Context: an optimization exercise on an open-source flow, tuned for small area and a short achievable clock period. The choices shown serve that exercise and are no tape-out recipe.
At most, simulation tests tie the RTL to the original design; equivalence was not proved.

==> inputs of try-pepper <==
Design simple_ntt_core, start of the top module:
module simple_ntt_core #(
  parameter int data_width      = 32,
  parameter int max_buffer_size = 4,
  parameter int modulus         = 3329,
  parameter int root            = 1729
) (
  input  logic                               clk,
  input  logic                               reset,
  input  logic [data_width-1:0]              input_buffer0,
  input  logic [data_width-1:0]              input_buffer1,
  input  logic [data_width-1:0]              input_buffer2,
  input  logic [data_width-1:0]              input_buffer3,
  input  logic [$clog2(max_buffer_size)-1:0] index,
  output logic [data_width-1:0]              output_buffer
);
==> flow/config.mk <==
export PLATFORM = sky130hd
export DESIGN_NAME = simple_ntt_core
export DESIGN_NICKNAME = simple_ntt_core
export VERILOG_FILES = /design/flow/design.v
export SDC_FILE = /design/flow/constraint.sdc
export NUM_CORES = 4
export LEC_CHECK = 0
export CAP_MARGIN = 20
export CORE_MARGIN = 2
export CORE_UTILIZATION = 40
export CTS_BUF_LIST = sky130_fd_sc_hd__clkbuf_4
export SLEW_MARGIN = 20
export SYNTH_HIERARCHICAL = 1
export SYNTH_MINIMUM_KEEP_SIZE = 0
==> flow/constraint.sdc <==
create_clock -name core_clock -period 55.0 [get_ports {clk}]
set_input_delay 11.0000 -clock core_clock [delete_from_list [all_inputs] [get_ports {clk}]]
set_output_delay 11.0000 -clock core_clock [all_outputs]
set_load 0.01 [all_outputs]
standard.sh (not shown) runs the stock make flow with config.mk's settings and CLKGATE_MAP_FILE= SYNTH_SCRIPT=/design/flow/synth_recipe.tcl, a recipe that flattens the netlist after the stock synthesis.
==> flow/flow/run.sh <==
#!/bin/bash
# The standard layout (standard.sh), except that the port buffers are
# made from the smallest buffer cell instead of the one ORFS picks.
export BUFFER_PORTS_ARGS="-buffer_cell sky130_fd_sc_hd__buf_1"
bash standard.sh > standard.log 2>&1
==> try-cedar: changes against try-pepper <==
==> flow/flow/run.sh (replaced) <==
#!/bin/bash
# The standard layout (standard.sh), except that the port buffers are
# made from the smallest buffer cell, and timing repair aims for a setup
# slack of 40 ns (a 15 ns period) instead of 0.
export BUFFER_PORTS_ARGS="-buffer_cell sky130_fd_sc_hd__buf_1"
export SETUP_SLACK_MARGIN=40
bash standard.sh > standard.log 2>&1
==> comparison table <==
| quantity | try-pepper | try-cedar |
|---|---|---|
| Arrival time at the worst endpoint | 16550 ps | 15510 ps |
| Logic depth of the worst register-to-register path | 34 | 33 |
| Maximum number of pins on one net before global-route repair | 55 | 34 |
| Placed cell count | 1263 | 1262 |
| Share of the clock period used by the worst path after layout | 29.6% | 27.6% |
| Number of antenna violations at the first check in global routing | 2 | 1 |
| Number of global-route vias before repair | 6453 | 6642 |
| Outcome | finished clean | finished clean |
| Met3 usage in global routing | 2.41% | 2.21% |
| DR WL/cell | 15.4 um | 15.8 um |
| Post-route design area | 11200 um2 | 12000 um2 |
| Normalized max-slew margin | 46.1% | 36.2% |
| Transition time at the pin with the least slew margin | 809 ps | 957 ps |
| Sequential share of cell area | 11.0% | 10.3% |
| M1 GR Usage | 22.1% | 23.1% |
| Routed length on met3 | 1.04 mm | 753 um |
| Delay of the slowest cell on the worst path | 690 ps | 550 ps |
| Non-clock buffering overhead | 5.04% | 8.10% |
| Worst setup slack for register-to-register paths | 41140 ps | 40940 ps |
| Utilization after layout | 44.3% | 47.6% |
| Layout clock buffer count | 9 | 12 |

==> delta <==
simple_ntt_core again, from the RTL that the note above started with.
## simple_ntt_core
module simple_ntt_core #(
  parameter int data_width      = 32,
  parameter int max_buffer_size = 4,
  parameter int modulus         = 3329,
  parameter int root            = 1729
) (
  input  logic                               clk,
  input  logic                               reset,
  input  logic [data_width-1:0]              input_buffer0,
  input  logic [data_width-1:0]              input_buffer1,
  input  logic [data_width-1:0]              input_buffer2,
  input  logic [data_width-1:0]              input_buffer3,
  input  logic [$clog2(max_buffer_size)-1:0] index,
  output logic [data_width-1:0]              output_buffer
);
==> flow/config.mk <==
export PLATFORM = sky130hd
export DESIGN_NAME = simple_ntt_core
export DESIGN_NICKNAME = simple_ntt_core
export VERILOG_FILES = /design/flow/design.v
export SDC_FILE = /design/flow/constraint.sdc
export NUM_CORES = 4
export LEC_CHECK = 0
export CAP_MARGIN = 20
export CORE_MARGIN = 2
export CORE_UTILIZATION = 40
export CTS_BUF_LIST = sky130_fd_sc_hd__clkbuf_4
export SLEW_MARGIN = 20
export SYNTH_HIERARCHICAL = 1
export SYNTH_MINIMUM_KEEP_SIZE = 0
==> flow/constraint.sdc <==
create_clock -name core_clock -period 55.0 [get_ports {clk}]
set_input_delay 11.0000 -clock core_clock [delete_from_list [all_inputs] [get_ports {clk}]]
set_output_delay 11.0000 -clock core_clock [all_outputs]
set_load 0.01 [all_outputs]
==> flow/flow/run.sh <==
#!/bin/bash
# The standard layout (standard.sh), except that the port buffers are
# made from the smallest buffer cell and the constant outputs share one tie cell.
export BUFFER_PORTS_ARGS="-buffer_cell sky130_fd_sc_hd__buf_1"
export SKIP_REPAIR_TIE_FANOUT=1
bash standard.sh > standard.log 2>&1
==> inputs of juniper, as changes to delta <==
--- a/flow/config.mk
+++ b/flow/config.mk
@@ -10,4 +10,5 @@
 export CORE_UTILIZATION = 40
 export CTS_BUF_LIST = sky130_fd_sc_hd__clkbuf_4
+export GPL_TIMING_DRIVEN = 1
 export SLEW_MARGIN = 20
 export SYNTH_HIERARCHICAL = 1
==> run notes <==
- In sequential share of layout area, juniper and delta do not differ.
- Synthesized cell count is the same in juniper and delta.
- In global-route usage, juniper and delta do not differ.
- Die area is the same in delta and juniper.

==> trial 5 <==
simple_ntt_core, a different RTL version from the one above (not shown whole).
==> flow/design.v (excerpt) <==
module simple_ntt_core #(
  parameter int data_width      = 32,
  parameter int max_buffer_size = 4,
  parameter int modulus         = 3329,
  parameter int root            = 1729
) (
  input  logic                               clk,
  input  logic                               reset,
  input  logic [data_width-1:0]              input_buffer0,
  input  logic [data_width-1:0]              input_buffer1,
  input  logic [data_width-1:0]              input_buffer2,
  input  logic [data_width-1:0]              input_buffer3,
  input  logic [$clog2(max_buffer_size)-1:0] index,
  output logic [data_width-1:0]              output_buffer
);
clock: 55.0 ns
lec_check: 0
cap_margin: 20
core_margin: 2
core_utilization: 65
cts_buf_list: sky130_fd_sc_hd__clkbuf_8
place_density: 0.75
slew_margin: 70
synth_hierarchical: 1
synth_minimum_keep_size: 0
Scripts as last shown in full above: flow/flow/run.sh
==> build 9: changes against trial 5 <==
--- a/flow/design.v
+++ b/flow/design.v
@@ -911,18 +911,17 @@
   wire s533, c533;
   ntt_fa u533 (.a(s517), .b(tv[10]), .c(c532), .s(s533), .co(c533));
   wire s534, c534;
   ntt_ha u534 (.a(tv[11]), .b(c533), .s(s534), .co(c534));
   wire [12:0] y535 = {c534, s534, s533, s532, s531, s530, s529, s528, s527, s526, s525, s524, s523};
-  wire [13:0] yq = {1'b0, y535} - 14'd3329;
-  wire [11:0] res = yq[13] ? y535[11:0] : yq[11:0];
-  logic [11:0] out_r;
+  logic [12:0] y_r;
   always_ff @(posedge clk or posedge reset) begin
-    if (reset) out_r <= 12'd0;
-    else       out_r <= res & {12{v_r}};
+    if (reset) y_r <= '0;
+    else       y_r <= y535 & {13{v_r}};
   end
-  assign output_buffer = {20'd0, out_r};
+  wire [13:0] yq = {1'b0, y_r} - 14'd3329;
+  assign output_buffer = {20'd0, yq[13] ? y_r[11:0] : yq[11:0]};
 endmodule
 module ntt_fa (input logic a, input logic b, input logic c, output logic s, output logic co);
   assign s  = a ^ b ^ c;
   assign co = (a & b) | (a & c) | (b & c);
 endmodule
==> build 62: changes against trial 5 <==
--- a/flow/design.v
+++ b/flow/design.v
@@ -136,11 +136,11 @@
   wire s77, c77;
   ntt_fa u77 (.a(input_buffer0[3]), .b(x4), .c(i62), .s(s77), .co(c77));
   wire s78, c78;
   ntt_fa u78 (.a(c54), .b(s44), .c(c68), .s(s78), .co(c78));
   wire s79, c79;
-  ntt_fa u79 (.a(s77), .b(s78), .c(c69), .s(s79), .co(c79));
+  ntt_fa u79 (.a(s77), .b(c69), .c(s78), .s(s79), .co(c79));
   wire s80, c80;
   ntt_fa u80 (.a(s46), .b(c70), .c(s79), .s(s80), .co(c80));
   wire i81 = ~s52;
   wire s82, c82;
   ntt_fa u82 (.a(s40), .b(c37), .c(i81), .s(s82), .co(c82));
@@ -184,20 +184,20 @@
   wire s104, c104;
   ntt_fa u104 (.a(input_buffer0[6]), .b(x7), .c(i103), .s(s104), .co(c104));
   wire s105, c105;
   ntt_fa u105 (.a(c54), .b(s49), .c(c94), .s(s105), .co(c105));
   wire s106, c106;
-  ntt_fa u106 (.a(s104), .b(s105), .c(c95), .s(s106), .co(c106));
+  ntt_fa u106 (.a(s104), .b(c95), .c(s105), .s(s106), .co(c106));
   wire s107, c107;
   ntt_fa u107 (.a(i89), .b(c97), .c(s106), .s(s107), .co(c107));
   wire s108, c108;
   ntt_fa u108 (.a(s47), .b(c98), .c(s107), .s(s108), .co(c108));
   wire i109 = ~c42;
   wire s110, c110;
   ntt_fa u110 (.a(i109), .b(c99), .c(s108), .s(s110), .co(c110));
   wire s111, c111;
-  ntt_ha u111 (.a(s110), .b(c101), .s(s111), .co(c111));
+  ntt_ha u111 (.a(c101), .b(s110), .s(s111), .co(c111));
   wire s112, c112;
   ntt_fa u112 (.a(input_buffer0[7]), .b(x8), .c(s48), .s(s112), .co(c112));
   wire i113 = ~s44;
   wire s114, c114;
   ntt_fa u114 (.a(i113), .b(c104), .c(s112), .s(s114), .co(c114));
@@ -209,15 +209,15 @@
   ntt_fa u117 (.a(i100), .b(c107), .c(s116), .s(s117), .co(c117));
   wire s118, c118;
   ntt_fa u118 (.a(c108), .b(s117), .c(c110), .s(s118), .co(c118));
   wire s119, c119;
   ntt_fa u119 (.a(input_buffer0[8]), .b(x9), .c(c112), .s(s119), .co(c119));
-  wire i120 = ~s119;
+  wire i120 = ~c114;
   wire s121, c121;
   ntt_fa u121 (.a(s35), .b(s45), .c(i120), .s(s121), .co(c121));
   wire s122, c122;
-  ntt_fa u122 (.a(c114), .b(s41), .c(s51), .s(s122), .co(c122));
+  ntt_fa u122 (.a(s119), .b(s41), .c(s51), .s(s122), .co(c122));
   wire s123, c123;
   ntt_fa u123 (.a(s121), .b(s37), .c(s52), .s(s123), .co(c123));
   wire s124, c124;
   ntt_fa u124 (.a(c115), .b(s122), .c(c116), .s(s124), .co(c124));
   wire i125 = ~s123;
@@ -427,11 +427,11 @@
   wire s254, c254;
   ntt_fa u254 (.a(input_buffer1[3]), .b(x181), .c(i239), .s(s254), .co(c254));
   wire s255, c255;
   ntt_fa u255 (.a(c231), .b(s221), .c(c245), .s(s255), .co(c255));
   wire s256, c256;
-  ntt_fa u256 (.a(s254), .b(s255), .c(c246), .s(s256), .co(c256));
+  ntt_fa u256 (.a(s254), .b(c246), .c(s255), .s(s256), .co(c256));
   wire s257, c257;
   ntt_fa u257 (.a(s223), .b(c247), .c(s256), .s(s257), .co(c257));
   wire i258 = ~s229;
   wire s259, c259;
   ntt_fa u259 (.a(s217), .b(c214), .c(i258), .s(s259), .co(c259));
@@ -475,20 +475,20 @@
   wire s281, c281;
   ntt_fa u281 (.a(input_buffer1[6]), .b(x184), .c(i280), .s(s281), .co(c281));
   wire s282, c282;
   ntt_fa u282 (.a(c231), .b(s226), .c(c271), .s(s282), .co(c282));
   wire s283, c283;
-  ntt_fa u283 (.a(s281), .b(s282), .c(c272), .s(s283), .co(c283));
+  ntt_fa u283 (.a(s281), .b(c272), .c(s282), .s(s283), .co(c283));
   wire s284, c284;
   ntt_fa u284 (.a(i266), .b(c274), .c(s283), .s(s284), .co(c284));
   wire s285, c285;
   ntt_fa u285 (.a(s224), .b(c275), .c(s284), .s(s285), .co(c285));
   wire i286 = ~c219;
   wire s287, c287;
   ntt_fa u287 (.a(i286), .b(c276), .c(s285), .s(s287), .co(c287));
   wire s288, c288;
-  ntt_ha u288 (.a(s287), .b(c278), .s(s288), .co(c288));
+  ntt_ha u288 (.a(c278), .b(s287), .s(s288), .co(c288));
   wire s289, c289;
   ntt_fa u289 (.a(input_buffer1[7]), .b(x185), .c(s225), .s(s289), .co(c289));
   wire i290 = ~s221;
   wire s291, c291;
   ntt_fa u291 (.a(i290), .b(c281), .c(s289), .s(s291), .co(c291));
@@ -500,15 +500,15 @@
   ntt_fa u294 (.a(i277), .b(c284), .c(s293), .s(s294), .co(c294));
   wire s295, c295;
   ntt_fa u295 (.a(c285), .b(s294), .c(c287), .s(s295), .co(c295));
   wire s296, c296;
   ntt_fa u296 (.a(input_buffer1[8]), .b(x186), .c(c289), .s(s296), .co(c296));
-  wire i297 = ~s296;
+  wire i297 = ~c291;
   wire s298, c298;
   ntt_fa u298 (.a(s212), .b(s222), .c(i297), .s(s298), .co(c298));
   wire s299, c299;
-  ntt_fa u299 (.a(c291), .b(s218), .c(s228), .s(s299), .co(c299));
+  ntt_fa u299 (.a(s296), .b(s218), .c(s228), .s(s299), .co(c299));
   wire s300, c300;
   ntt_fa u300 (.a(s298), .b(s214), .c(s229), .s(s300), .co(c300));
   wire s301, c301;
   ntt_fa u301 (.a(c292), .b(s299), .c(c293), .s(s301), .co(c301));
   wire i302 = ~s300;
==> run notes <==
Yosys reg bits=55; Distinct cells, synth=49; final wirelength=20,000 um; Setup crit end=rt[3]; crit path buf inv count=3; M2 GR Usage=0.478; Die Area=16,100 um^2; Hold EP=out_r[1]; status=complete, no violations; multi-input logic portion of the cell area=0.768; vias per cell=5.35
That was trial 5.
==> run notes <==
Distinct cells, synth=49; crit path buf inv count=4; multi-input logic portion of the cell area=0.770; status=complete, no violations; M2 GR Usage=0.502; Die Area=16,100 um^2; Hold EP=out_r[1]; vias per cell=5.45; Yosys reg bits=55
That was build 62.
==> run notes <==
status=complete, no violations; Yosys reg bits=56; synthesized cell area=9780 um^2; Setup crit end=rt[3]; Die Area=16,000 um^2; Critical Path Fanout Max=67; final wirelength=20,300 um; crit path buf inv count=1; Distinct cells, synth=39; M2 GR Usage=0.510; synth cell count leaders=280 x fa_1, 78 x inv_1, 74 x xor2_1; Hold EP=y_r[1]; vias per cell=5.33
That was build 9.
For trial 5 and build 62, only the layout was checked, not whether the RTL still works.

[afterwards: timing with drivers on the ports]
The results above use ideal ports. As a check the final layouts listed here were re-extracted and re-timed, cells and wires unchanged.
Step 1 assumes that a clkbuf_16 drives the clock port and a buf_2 every other input.
Step 2 times the ports against the registers' clock, not the clock port: input delays grow and output delays shrink by t, the midpoint of the rising clock arrivals with the driver on.
Slacks: ideal / step 1 / step 2; pairs: ideal / step 1.
run	t, ns	setup WS [ns]	clock arrival spread, ns	worst data-port slew with drivers (ns)
try-pepper	0.442	38.742 / 38.753 / 38.311	0.026 / 0.026	0.07
try-cedar	0.468	39.809 / 39.764 / 39.297	0.010 / 0.009	0.12
delta	0.462	38.790 / 38.800 / 38.338	0.024 / 0.024	0.06
juniper	0.462	38.790 / 38.800 / 38.338	0.024 / 0.024	0.06
trial 5	0.338	39.053 / 39.063 / 38.726	0.014 / 0.013	0.06
build 9	0.358	39.382 / 39.374 / 39.016	0.012 / 0.013	0.07
build 62	0.350	39.160 / 39.173 / 38.822	0.013 / 0.013	0.06
After both steps every run listed still meets setup and hold. The setup slack of try-cedar, which loses most, moves by -0.045 ns with the drivers and by -0.512 ns with both steps.
